From an optimization exercise on the open Yosys and OpenROAD flow, aimed at small area and a short achievable clock period; shortcuts taken in it are not production practice.
In this exercise RTL edits were held to simulation tests only and were not proved equivalent to the original.
Power is estimated from default activity; no workload was simulated.

## data_mem_responder
module data_mem_responder (
  input  logic        ck,
  input  logic        rst_n,
  input  logic        is_load,
  input  logic        is_write,
  input  logic [8:0]  load_addr,
  input  logic [8:0]  write_addr,
  input  logic [15:0] data,
  output logic        mem_ready,
  output logic        ld_valid,
  output logic [15:0] ld_data,
  output logic        addr_err,
  output logic [1:0]  dbg_state
);
Size in the first run: ~7,300 cells after synthesis.
clock: 4.0 ns
lec_check: 0
abc_clock_period_in_ps: 1500
cap_margin: 20
core_margin: 2
core_utilization: 62
cts_buf_list: sky130_fd_sc_hd__clkbuf_8 sky130_fd_sc_hd__clkbuf_16
cts_cluster_diameter: 100
cts_cluster_size: 26
setup_slack_margin: 2.05
slew_margin: 20
synth_hierarchical: 1
synth_memory_max_bits: 8192
tns_end_percent: 20
standard.sh (not shown) runs the stock make flow with config.mk's settings and CLKGATE_MAP_FILE= SYNTH_SCRIPT=/design/flow/synth_recipe.tcl, a recipe that flattens the netlist after the stock synthesis.
==> flow/flow/run.sh <==
#!/bin/bash
# Standard layout with three changes: footprint-free resizing (so repair_timing can resize
# the port buffers), more antenna-repair iterations, and, between placement and CTS, the
# output-port flip-flops moved next to their port buffers at the pins.
set -euo pipefail
VARS="MATCH_CELL_FOOTPRINT=0 MAX_REPAIR_ANTENNAS_ITER_GRT=15 MAX_REPAIR_ANTENNAS_ITER_DRT=15"
bash standard.sh $VARS place > flow_make_place.log 2>&1
RESULTS=$PWD/orfs/results/$FLOW_PLATFORM/data_mem_responder/base openroad -no_init -exit flow/place_outputs.tcl > flow_place_outputs.log 2>&1
bash standard.sh $VARS finish > flow_make_finish.log 2>&1
Other scripts of this flow, unchanged in this note and not shown: flow/flow/move_out.tcl, flow/flow/place_outputs.tcl
The baseline finished clean.
Then changed:
TNS_END_PERCENT = default   (was 20)
Result:
- The new run ran to the end with no violations
- register-to-register slack gets better by 0.16 ns
- fmax grows by 5.2%
- critical path depth shrinks by 4
- die area is unchanged
- count of clock-buffer cells in the layout is unchanged
- global-route usage grows by 0.21 points
- total power stays flat
- wire length stays flat
- area after synthesis stays the same
- cell area grows by 0.53%
- non-clock buffer count grows by 40

* * *

Setup of build 94:
data_mem_responder, a different RTL version from the one above (not shown whole).
For scale: roughly 7,300 cells after synthesis, roughly 4,600 flip-flops, ~150,000 um2 of cells after synthesis.
Settings: LEC_CHECK=0, ABC_CLOCK_PERIOD_IN_PS=1500, CAP_MARGIN=20, CORE_MARGIN=2, CORE_UTILIZATION=62, CTS_BUF_LIST=sky130_fd_sc_hd__clkbuf_8 sky130_fd_sc_hd__clkbuf_16, CTS_CLUSTER_DIAMETER=100, CTS_CLUSTER_SIZE=26, SETUP_SLACK_MARGIN=1.85, SLEW_MARGIN=20, SYNTH_HIERARCHICAL=1, SYNTH_MEMORY_MAX_BITS=8192; clock period 4.0 ns.
==> flow/flow/move_out.tcl <==
# Place each output port's buffer, and the flip-flop (with any gates between them) that
# drives it, at the port's pin, just inside the core; detailed_placement legalizes them.
set block [ord::get_db_block]
set core [$block getCoreArea]
set cx0 [expr {[$core xMin] + 2000}]; set cx1 [expr {[$core xMax] - 8000}]
set cy0 [expr {[$core yMin] + 2000}]; set cy1 [expr {[$core yMax] - 4000}]
foreach bterm [$block getBTerms] {
  if {[$bterm getIoType] ne "OUTPUT"} { continue }
  set box [lindex [[lindex [$bterm getBPins] 0] getBoxes] 0]
  set x [expr {([$box xMin] + [$box xMax]) / 2}]
  set y [expr {([$box yMin] + [$box yMax]) / 2}]
  set x [expr {max($cx0, min($cx1, $x))}]
  set y [expr {max($cy0, min($cy1, $y))}]
  set net [$bterm getNet]
  set cur ""
  foreach it [$net getITerms] { if {[$it isOutputSignal]} { set cur [$it getInst] } }
  set buf $cur
  if {$buf eq ""} { continue }
  for {set depth 0} {$cur ne "" && $depth < 4} {incr depth} {
    set master [[$cur getMaster] getName]
    $cur setLocation $x $y
    $cur setPlacementStatus PLACED
    puts "port [$bterm getName]: moved [$cur getName] ($master)"
    if {[string match *df* $master]} {
      # also the other loads of the flip-flop's output (the hold mux of an enable register)
      foreach it [$cur getITerms] {
        if {![$it isOutputSignal]} { continue }
        set qn [$it getNet]
        if {$qn eq "NULL" || $qn eq ""} { continue }
        foreach l [$qn getITerms] {
          set li [$l getInst]
          if {$li ne $cur && [[$li getMaster] getName] ne [[$buf getMaster] getName]} {
            $li setLocation $x $y
            $li setPlacementStatus PLACED
            puts "port [$bterm getName]: moved load [$li getName] ([[$li getMaster] getName])"
          }
        }
      }
      break
    }
    set innet ""
    foreach it [$cur getITerms] {
      if {[$it isInputSignal] && [[$it getMTerm] getSigType] eq "SIGNAL"} { set innet [$it getNet] }
    }
    set cur ""
    if {$innet ne "" && $innet ne "NULL"} {
      foreach it [$innet getITerms] { if {[$it isOutputSignal]} { set cur [$it getInst] } }
    }
  }
}
==> flow/flow/place_outputs.tcl <==
# Runs between ORFS's place and cts steps: puts the output-port flip-flops next to their
# port buffers at the pins (move_out.tcl), legalizes, and writes 3_place.odb back.
set odb $::env(RESULTS)/3_place.odb
read_db $odb
source [file join [file dirname [info script]] move_out.tcl]
detailed_placement
check_placement -verbose
write_db $odb
Scripts as last shown in full above: flow/flow/run.sh
In summary, build 94 completed successfully, with a layout that passed the timing, DRC and antenna checks.
Input changes introduced in build 45 (baseline for comparison: build 94):
# build 94
export LEC_CHECK = 0
export ABC_CLOCK_PERIOD_IN_PS = 1500
export CAP_MARGIN = 20
export CORE_MARGIN = 2
export CORE_UTILIZATION = 62
export CTS_BUF_LIST = sky130_fd_sc_hd__clkbuf_8 sky130_fd_sc_hd__clkbuf_16
export CTS_CLUSTER_DIAMETER = 100
export CTS_CLUSTER_SIZE = 26
export SETUP_SLACK_MARGIN = 1.85
export SLEW_MARGIN = 20
export SYNTH_HIERARCHICAL = 1
export SYNTH_MEMORY_MAX_BITS = 8192
create_clock -name core_clock -period 4.0 [get_ports {ck}]
# build 45
export LEC_CHECK = 0
export ABC_CLOCK_PERIOD_IN_PS = 1500
export CAP_MARGIN = 20
export CORE_MARGIN = 2
export CORE_UTILIZATION = 50
export CTS_BUF_LIST = sky130_fd_sc_hd__clkbuf_8 sky130_fd_sc_hd__clkbuf_16
export CTS_CLUSTER_DIAMETER = 100
export CTS_CLUSTER_SIZE = 26
export SETUP_SLACK_MARGIN = 1.85
export SLEW_MARGIN = 20
export SYNTH_HIERARCHICAL = 1
export SYNTH_MEMORY_MAX_BITS = 8192
create_clock -name core_clock -period 4.0 [get_ports {ck}]
Findings:
The power share of the sequential group reported for build 45 is smaller than that of build 94 by 0.7 points.
Build 45: arrival time reported for the critical path endpoint is 0.22 ns higher than what build 94 reported.
Compared with build 94, in build 45 share of total power in the clock network climbed 0.6 points; net count reported at finish went down; routed metal-1 wirelength saw an increase; global-route usage went down 5.9 points.
Looking at build 45 and build 94, the summed area of non-filler cells in the final layout is a wash.
Here is what was changed in the inputs of build 13 compared with build 45.
# build 45
export LEC_CHECK = 0
export ABC_CLOCK_PERIOD_IN_PS = 1500
export CAP_MARGIN = 20
export CORE_MARGIN = 2
export CORE_UTILIZATION = 50
export CTS_BUF_LIST = sky130_fd_sc_hd__clkbuf_8 sky130_fd_sc_hd__clkbuf_16
export CTS_CLUSTER_DIAMETER = 100
export CTS_CLUSTER_SIZE = 26
export SETUP_SLACK_MARGIN = 1.85
export SLEW_MARGIN = 20
export SYNTH_HIERARCHICAL = 1
export SYNTH_MEMORY_MAX_BITS = 8192
create_clock -name core_clock -period 4.0 [get_ports {ck}]
# build 13
export LEC_CHECK = 0
export ABC_CLOCK_PERIOD_IN_PS = 1500
export CAP_MARGIN = 20
export CORE_MARGIN = 2
export CORE_UTILIZATION = 70
export CTS_BUF_LIST = sky130_fd_sc_hd__clkbuf_8 sky130_fd_sc_hd__clkbuf_16
export CTS_CLUSTER_DIAMETER = 100
export CTS_CLUSTER_SIZE = 26
export SETUP_SLACK_MARGIN = 1.85
export SLEW_MARGIN = 20
export SYNTH_HIERARCHICAL = 1
export SYNTH_MEMORY_MAX_BITS = 8192
create_clock -name core_clock -period 4.0 [get_ports {ck}]
==> summary.txt <==
- Going from build 45 to build 13, delay of the slowest critical-path stage shrinks by 0.04 ns.
- In terms of clock-cell share of area, build 13 and build 45 differ only marginally.
- Total power of build 13 is lower than that of build 45.

## re-timing with driven ports
In the flow no input, the clock included, has a driving cell. The finished layouts below were timed again as built, in two steps. Step 1: set_driving_cell puts a clkbuf_16 on ck and a buf_2 on each other input, an assumption about the parent block. Step 2 adds t to the input delays and takes it off the output delays; t is the mean of the earliest and latest rising clock arrival at the registers after step 1. Input paths then give back, and output paths get back, about the clock's delay inside the block. Three values: no drivers, after step 1, after step 2; two values: the first two.
run | t, ns | setup slack, ns | worst hold slack (ns)
the first run of note 1 | 0.976 | 1.637 / 1.637 / 1.629 | 0.380 / 0.342 / 0.409
the second run of note 1 | 0.985 | 1.754 / 1.643 / 1.624 | 0.387 / 0.329 / 0.406
build 94 | 0.958 | 1.635 / 1.650 / 0.721 | 0.379 / 0.363 / 0.405
build 45 | 1.023 | 1.588 / 1.518 / 0.965 | 0.375 / 0.349 / 0.375
build 13 | 0.987 | 1.587 / 1.587 / 1.000 | 0.393 / 0.393 / 0.393
After both steps setup and hold are still met in every run listed. For build 94, which loses most, drivers alone change the setup slack by +0.015 ns; drivers and shift together by -0.914 ns.
